This is an optimization exercise on Yosys and OpenROAD, whose aim is small area, not a production implementation. Function was checked by simulation only, so behaviour that the tests miss may differ from the original. Power and IR drop assume default switching activity.

Setup of before:
==> flow/design.v <==
`default_nettype none
module pdm_sampler (
    input  logic       clk_i,
    input  logic       rst_n_i,
    input  logic       pdm_data_i,
    output logic       pdm_clk_o,
    output logic       pdm_bit_o,
    output logic       pdm_valid_o,
    output logic [2:0] phase_o
);
    logic [2:0] ph_q;
    logic [1:0] sync_q;
    logic       valid_q;
    always_ff @(posedge clk_i) begin
        if (!rst_n_i) begin
            ph_q    <= '0;
            valid_q <= 1'b0;
        end else begin
            ph_q    <= ph_q + 1'b1;
            valid_q <= (ph_q == 3'd7);   
        end
    end
    always_ff @(posedge clk_i) begin
        sync_q <= {sync_q[0], pdm_data_i};   
    end
    assign pdm_clk_o   = ph_q[2];
    assign pdm_bit_o   = sync_q[1];
    assign pdm_valid_o = valid_q;
    assign phase_o     = ph_q;
endmodule
`default_nettype wire
`default_nettype none
module cic_filter (
    input  logic                    clk_i,
    input  logic                    rst_n_i,
    input  logic                    clear_i,
    input  logic [7-1:0] decim_i,
    input  logic                    pdm_bit_i,
    input  logic                    pdm_valid_i,
    output logic [16:0]             pcm_o,         
    output logic                    pcm_valid_o
);
    localparam int N = 4;
    logic clr;
    assign clr = !rst_n_i || clear_i;
    logic [7-1:0] decim_cnt;
    logic                    fire;
    assign fire = pdm_valid_i && (decim_cnt == 7'(1));
    always_ff @(posedge clk_i) begin
        if (clr) begin
            decim_cnt <= decim_i;
        end else if (pdm_valid_i) begin
            decim_cnt <= fire ? decim_i : decim_cnt - 1'b1;
        end
    end
    logic [2:0] fill_q;   
    always_ff @(posedge clk_i) begin
        if (clr) begin
            fill_q <= '0;
        end else if (fire && !fill_q[2]) begin
            fill_q <= fill_q + 1'b1;
        end
    end
    logic [2:0] step_q;
    logic       start;
    always_ff @(posedge clk_i) begin
        step_q <= (step_q >= 3'd6) ? 3'd0 : step_q + 1'b1;
    end
    assign start = (step_q == 3'd0);
    logic act_p, fire_p, bit_p;    
    always_ff @(posedge clk_i) begin
        if (clr) begin
            act_p  <= 1'b0;
            fire_p <= 1'b0;
        end else if (pdm_valid_i && !start) begin
            act_p  <= 1'b1;
            fire_p <= fire;
        end else if (start) begin
            act_p  <= 1'b0;
            fire_p <= 1'b0;
        end
    end
    always_ff @(posedge clk_i) begin
        if (pdm_valid_i) bit_p <= pdm_bit_i;
    end
    logic zero_q, mask_q, act_q, fire_q;
    logic mask, act, fire_now, bit_now;
    always_ff @(posedge clk_i) begin
        if (clr)        zero_q <= 1'b1;
        else if (start) zero_q <= 1'b0;
    end
    always_ff @(posedge clk_i) begin
        if (start) begin
            mask_q <= zero_q;
            act_q  <= act_p | pdm_valid_i;
            fire_q <= fire_p | fire;
        end
    end
    assign mask     = start ? zero_q                : mask_q;
    assign act      = start ? (act_p | pdm_valid_i) : act_q;
    assign fire_now = start ? (fire_p | fire)       : fire_q;
    assign bit_now  = pdm_valid_i ? pdm_bit_i : bit_p;
    logic [27:0] integ_q [N];
    logic [3:0]  integ_d [N];    
    logic [N-1:0] icarry_q;
    for (genvar i = 0; i < N; i++) begin : g_integ
        logic [3:0] own;
        logic [3:0] addend;
        logic       cin;
        logic [4:0] sum;
        assign integ_d[i] = mask ? 4'd0 : integ_q[i][3:0];
        if (i == 0) begin : g_head
            assign own    = integ_d[i];
            assign addend = 4'd0;
            assign cin    = start ? (act & bit_now) : icarry_q[i];   
        end else begin : g_tail
            if (i == N - 1) begin : g_dump
                assign own = fire_now ? 4'd0 : integ_d[i];
            end else begin : g_run
                assign own = integ_d[i];
            end
            assign addend = act ? integ_d[i-1] : 4'd0;
            assign cin    = start ? 1'b0 : icarry_q[i];
        end
        always_comb begin
            logic c;
            c = cin;
            for (int b = 0; b < 4; b++) begin
                sum[b] = own[b] ^ addend[b] ^ c;
                c      = (own[b] & addend[b]) | (c & (own[b] ^ addend[b]));
            end
            sum[4] = c;
        end
        always_ff @(posedge clk_i) begin
            integ_q[i]  <= {sum[3:0], integ_q[i][27:4]};
            icarry_q[i] <= sum[4];
        end
    end
    logic [27:0]  comb_q [1:N-1];
    logic [3:0]   comb_in [N+1];
    logic [N-1:1] cborrow_q;
    assign comb_in[1] = integ_d[N-1];   
    for (genvar i = 1; i < N; i++) begin : g_comb
        logic [3:0] dly;
        logic       cin;
        logic [4:0] diff;
        assign dly  = mask ? 4'd0 : comb_q[i][3:0];
        assign cin  = start ? 1'b1 : cborrow_q[i];
        always_comb begin
            logic c;
            c = cin;
            for (int b = 0; b < 4; b++) begin
                diff[b] = comb_in[i][b] ^ ~dly[b] ^ c;
                c       = (comb_in[i][b] & ~dly[b]) | (c & (comb_in[i][b] ^ ~dly[b]));
            end
            diff[4] = c;
        end
        assign comb_in[i+1] = diff[3:0];
        always_ff @(posedge clk_i) begin
            comb_q[i]    <= {(fire_now ? comb_in[i] : dly), comb_q[i][27:4]};
            cborrow_q[i] <= diff[4];
        end
    end
    logic [3:0]  zd;
    logic [15:0] line_lo [4];
    logic        line_ov [4];
    assign zd = comb_in[N];
    always_ff @(posedge clk_i) begin
        if (fire_now && (step_q < 3'd4)) begin
            line_lo[0] <= {zd, line_lo[0][15:4]};
        end
        if (fire_now && (step_q >= 3'd4)) begin
            line_ov[0] <= (step_q != 3'd4 && line_ov[0]) || (zd != 4'd0);
        end
    end
    for (genvar i = 1; i < 4; i++) begin : g_line
        always_ff @(posedge clk_i) begin
            if (start && fire_now) begin
                line_lo[i] <= line_lo[i-1];
                line_ov[i] <= line_ov[i-1];
            end
        end
    end
    assign pcm_valid_o = fill_q[2] & fire & ~clear_i;
    assign pcm_o       = {line_ov[3], line_lo[3]};
endmodule
`default_nettype wire
`default_nettype none
module pcm_fifo (
    input  logic        clk_i,
    input  logic        rst_n_i,
    input  logic        clear_i,
    input  logic [2:0]  phase_i,
    input  logic        wr_i,
    input  logic [16:0] wr_data_i,
    input  logic        rd_i,
    output logic [16:0] rd_data_o,
    output logic        empty_o,
    output logic        overflow_o
);
    localparam int AW = $clog2(8);
    logic [16:0]   ring_q [8];
    logic [16:0]   hold_q;
    logic [AW-1:0] hold_slot_q;
    logic          hold_v_q;
    logic          ins;
    logic [AW:0]   wr_ptr;        
    logic [AW:0]   rd_ptr;
    logic [8-1:0] rd_sel_q;   
    logic [AW-1:0] rd_pos;
    logic          rd_hold;
    logic          rd_hold_q;     
    logic          full;
    logic          wr_ok;
    logic          overflow_q;
    assign empty_o = (wr_ptr == rd_ptr);
    assign full    = (wr_ptr[AW] != rd_ptr[AW]) && (wr_ptr[AW-1:0] == rd_ptr[AW-1:0]);
    assign wr_ok   = wr_i & ~full;   
    always_ff @(posedge clk_i) begin
        if (!rst_n_i || clear_i) begin
            wr_ptr <= '0;
            rd_ptr <= '0;
        end else begin
            if (wr_ok) begin
                wr_ptr <= wr_ptr + 1'b1;
            end
            if (rd_i) begin
                rd_ptr <= rd_ptr + 1'b1;
            end
        end
    end
    always_ff @(posedge clk_i) begin
        if (!rst_n_i || clear_i) begin
            overflow_q <= 1'b0;
        end else if (wr_i && full) begin
            overflow_q <= 1'b1;   
        end
    end
    assign ins = hold_v_q && (phase_i == hold_slot_q - 1'b1);
    always_ff @(posedge clk_i) begin
        if (wr_ok) begin
            hold_q      <= wr_data_i;
            hold_slot_q <= wr_ptr[AW-1:0];
        end
        hold_v_q <= wr_ok || (hold_v_q && !ins);
    end
    always_ff @(posedge clk_i) begin
        ring_q[0] <= ins ? hold_q : ring_q[8-1];
        for (int i = 1; i < 8; i++) begin
            ring_q[i] <= ring_q[i-1];
        end
    end
    assign rd_pos  = phase_i + 2'd2 - rd_ptr[AW-1:0];
    assign rd_hold = hold_v_q && !ins && (phase_i + 2'd2 != hold_slot_q) &&
                     (hold_slot_q == rd_ptr[AW-1:0]);
    always_ff @(posedge clk_i) begin
        if (rd_i) begin
            for (int i = 0; i < 8; i++) begin
                rd_sel_q[i] <= !rd_hold && (rd_pos == AW'(i));
            end
            rd_hold_q <= rd_hold;
        end
    end
    always_comb begin
        rd_data_o = rd_hold_q ? hold_q : '0;
        for (int i = 0; i < 8; i++) begin
            rd_data_o = rd_data_o | (rd_sel_q[i] ? ring_q[i] : '0);
        end
    end
    assign overflow_o = overflow_q;
endmodule
`default_nettype wire
`default_nettype none
module pcm_reader (
    input  logic                    clk_i,
    input  logic                    rst_n_i,
    input  logic                    rd_en_i,
    input  logic                    empty_i,
    input  logic [16:0]             word_i,    
    output logic                    pop_o,
    output logic [16-1:0] audio_o,
    output logic                    audio_valid_o,
    output logic                    clip_o
);
    logic                    pend_q;
    logic                    over;
    logic                    valid_q;
    logic                    clip_q;
    assign pop_o = rd_en_i & ~empty_i & ~pend_q;
    always_ff @(posedge clk_i) begin
        if (!rst_n_i) begin
            pend_q <= 1'b0;
        end else begin
            pend_q <= pop_o;   
        end
    end
    assign over = word_i[16];
    always_ff @(posedge clk_i) begin
        if (!rst_n_i) begin
            valid_q <= 1'b0;
            clip_q  <= 1'b0;
        end else begin
            valid_q <= pend_q;
            if (valid_q) begin
                clip_q <= over;
            end
        end
    end
    assign audio_o       = over ? '1 : word_i[16-1:0];
    assign audio_valid_o = valid_q;
    assign clip_o        = valid_q ? over : clip_q;
endmodule
`default_nettype wire
`default_nettype none
module pdm_mic_top (
    input  logic                    clk_i,
    input  logic                    rst_n_i,
    input  logic                    clear_i,
    input  logic [7-1:0] decim_i,
    input  logic                    pdm_data_i,
    input  logic                    rd_en_i,
    output logic                    pdm_clk_o,
    output logic [16-1:0] audio_o,
    output logic                    audio_valid_o,
    output logic                    clip_o,
    output logic                    overflow_o
);
    logic        pdm_bit;      
    logic        pdm_valid;
    logic [2:0]  phase;
    logic [16:0] pcm_word;     
    logic        pcm_valid;
    logic [16:0] fifo_word;
    logic        fifo_empty;
    logic        fifo_pop;
    pdm_sampler pdm_sampler_i (
        .clk_i       (clk_i),
        .rst_n_i     (rst_n_i),
        .pdm_data_i  (pdm_data_i),
        .pdm_clk_o   (pdm_clk_o),
        .pdm_bit_o   (pdm_bit),
        .pdm_valid_o (pdm_valid),
        .phase_o     (phase)
    );
    cic_filter cic_filter_i (
        .clk_i       (clk_i),
        .rst_n_i     (rst_n_i),
        .clear_i     (clear_i),
        .decim_i     (decim_i),
        .pdm_bit_i   (pdm_bit),
        .pdm_valid_i (pdm_valid),
        .pcm_o       (pcm_word),
        .pcm_valid_o (pcm_valid)
    );
    pcm_fifo pcm_fifo_i (
        .clk_i      (clk_i),
        .rst_n_i    (rst_n_i),
        .clear_i    (clear_i),
        .phase_i    (phase),
        .wr_i       (pcm_valid),
        .wr_data_i  (pcm_word),
        .rd_i       (fifo_pop),
        .rd_data_o  (fifo_word),
        .empty_o    (fifo_empty),
        .overflow_o (overflow_o)
    );
    pcm_reader pcm_reader_i (
        .clk_i         (clk_i),
        .rst_n_i       (rst_n_i),
        .rd_en_i       (rd_en_i),
        .empty_i       (fifo_empty),
        .word_i        (fifo_word),
        .pop_o         (fifo_pop),
        .audio_o       (audio_o),
        .audio_valid_o (audio_valid_o),
        .clip_o        (clip_o)
    );
endmodule
`default_nettype wire
export LEC_CHECK = 0
export CAP_MARGIN = 20
export CORE_MARGIN = 2
export CORE_UTILIZATION = 70
export CTS_CLUSTER_DIAMETER = 60
export CTS_CLUSTER_SIZE = 30
export PLACE_DENSITY = 0.8
export SLEW_MARGIN = 20
create_clock -name core_clock -period 10.0 [get_ports {clk_i}]
standard.sh (not shown) runs the stock make flow with config.mk's settings and CLKGATE_MAP_FILE= SYNTH_SCRIPT=/design/flow/synth_recipe.tcl, a recipe that flattens the netlist after the stock synthesis.
==> flow/flow/run.sh <==
#!/bin/bash
# Own flow: the standard layout (standard.sh), with the port buffers made
# from the smallest buffer cell and clock-tree synthesis without dummy loads.
set -euo pipefail
export BUFFER_PORTS_ARGS="-buffer_cell sky130_fd_sc_hd__buf_1"
export CTS_ARGS="-sink_clustering_enable -repair_clock_nets -sink_clustering_size 30 -sink_clustering_max_diameter 60 -dont_use_dummy_load"
bash standard.sh > standard_flow.log 2>&1
### before -> after
--- a/flow/design.v
+++ b/flow/design.v
@@ -250,16 +250,13 @@
             ring_q[i] <= ring_q[i-1];
         end
     end
-    assign rd_pos  = phase_i + 2'd2 - rd_ptr[AW-1:0];
-    assign rd_hold = hold_v_q && !ins && (phase_i + 2'd2 != hold_slot_q) &&
-                     (hold_slot_q == rd_ptr[AW-1:0]);
+    assign rd_pos = phase_i + 1'b1 - rd_ptr[AW-1:0];
+    assign rd_hold = hold_v_q && !ins && (hold_slot_q == rd_ptr[AW-1:0]);
     always_ff @(posedge clk_i) begin
-        if (rd_i) begin
-            for (int i = 0; i < 8; i++) begin
-                rd_sel_q[i] <= !rd_hold && (rd_pos == AW'(i));
-            end
-            rd_hold_q <= rd_hold;
+        for (int i = 0; i < 8; i++) begin
+            rd_sel_q[i] <= !rd_hold && (rd_pos == AW'(i));
         end
+        rd_hold_q <= rd_hold;
     end
     always_comb begin
         rd_data_o = rd_hold_q ? hold_q : '0;
@@ -284,6 +281,7 @@
 );
     logic                    pend_q;
     logic                    over;
+    logic [16-1:0] audio_q;
     logic                    valid_q;
     logic                    clip_q;
     assign pop_o = rd_en_i & ~empty_i & ~pend_q;
@@ -301,14 +299,17 @@
             clip_q  <= 1'b0;
         end else begin
             valid_q <= pend_q;
-            if (valid_q) begin
+            if (pend_q) begin
                 clip_q <= over;
             end
         end
     end
-    assign audio_o       = over ? '1 : word_i[16-1:0];
+    always_ff @(posedge clk_i) begin
+        audio_q <= over ? '1 : word_i[16-1:0];
+    end
+    assign audio_o       = audio_q;
     assign audio_valid_o = valid_q;
-    assign clip_o        = valid_q ? over : clip_q;
+    assign clip_o        = clip_q;
 endmodule
 `default_nettype wire
 `default_nettype none
### Flow results
No stage failed in after, and the final checks on the layout all came back clean.
Final instance count without filler cells ends up higher on after.
Logic depth of the worst path, buffers included for after is lower than for before.
In after relative to before, number of global-route vias before repair had gone down slightly.
after vs. before: part of the power in combinational logic saw a decrease; total wire length after detailed routing saw an increase; first-iteration DRC count saw an increase; global-route usage saw a decrease.
~same clock latency reported for the late side of the worst-skew pair in after and before
In the flow results for after and before, the hold slack is larger on after.
The met3 wire length of after is lower than that of before.
As of after, cell area after synthesis had risen slightly compared to before.
In the metrics for after and before, the one carrying the lower actual transition at the worst max-transition pin is after.

static timing again, ports no longer ideal:
In the flow no input, the clock included, has a driving cell. The finished layouts below were timed again as built, in two steps. Step 1 (the two cells are an assumption about what drives the block):
set clk [get_ports {clk_i}]
set_driving_cell -lib_cell sky130_fd_sc_hd__clkbuf_16 $clk
set_driving_cell -lib_cell sky130_fd_sc_hd__buf_2 [delete_from_list [all_inputs] $clk]
Step 2 adds t to the input delays and takes it off the output delays; t is the mean of the earliest and latest rising clock arrival at the registers after step 1. Input paths then give back, and output paths get back, about the clock's delay inside the block. a / b / c = no drivers / after step 1 / after step 2; a / b = the first two.
| run | t, ns | slack for setup (ns) | worst hold slack (ns) |
|---|---|---|---|
| before | 0.566 | 4.807 / 4.807 / 4.807 | 0.286 / 0.286 / 0.286 |
| after | 0.558 | 4.431 / 4.431 / 4.431 | 0.308 / 0.308 / 0.308 |
After both steps every run listed still meets setup and hold.
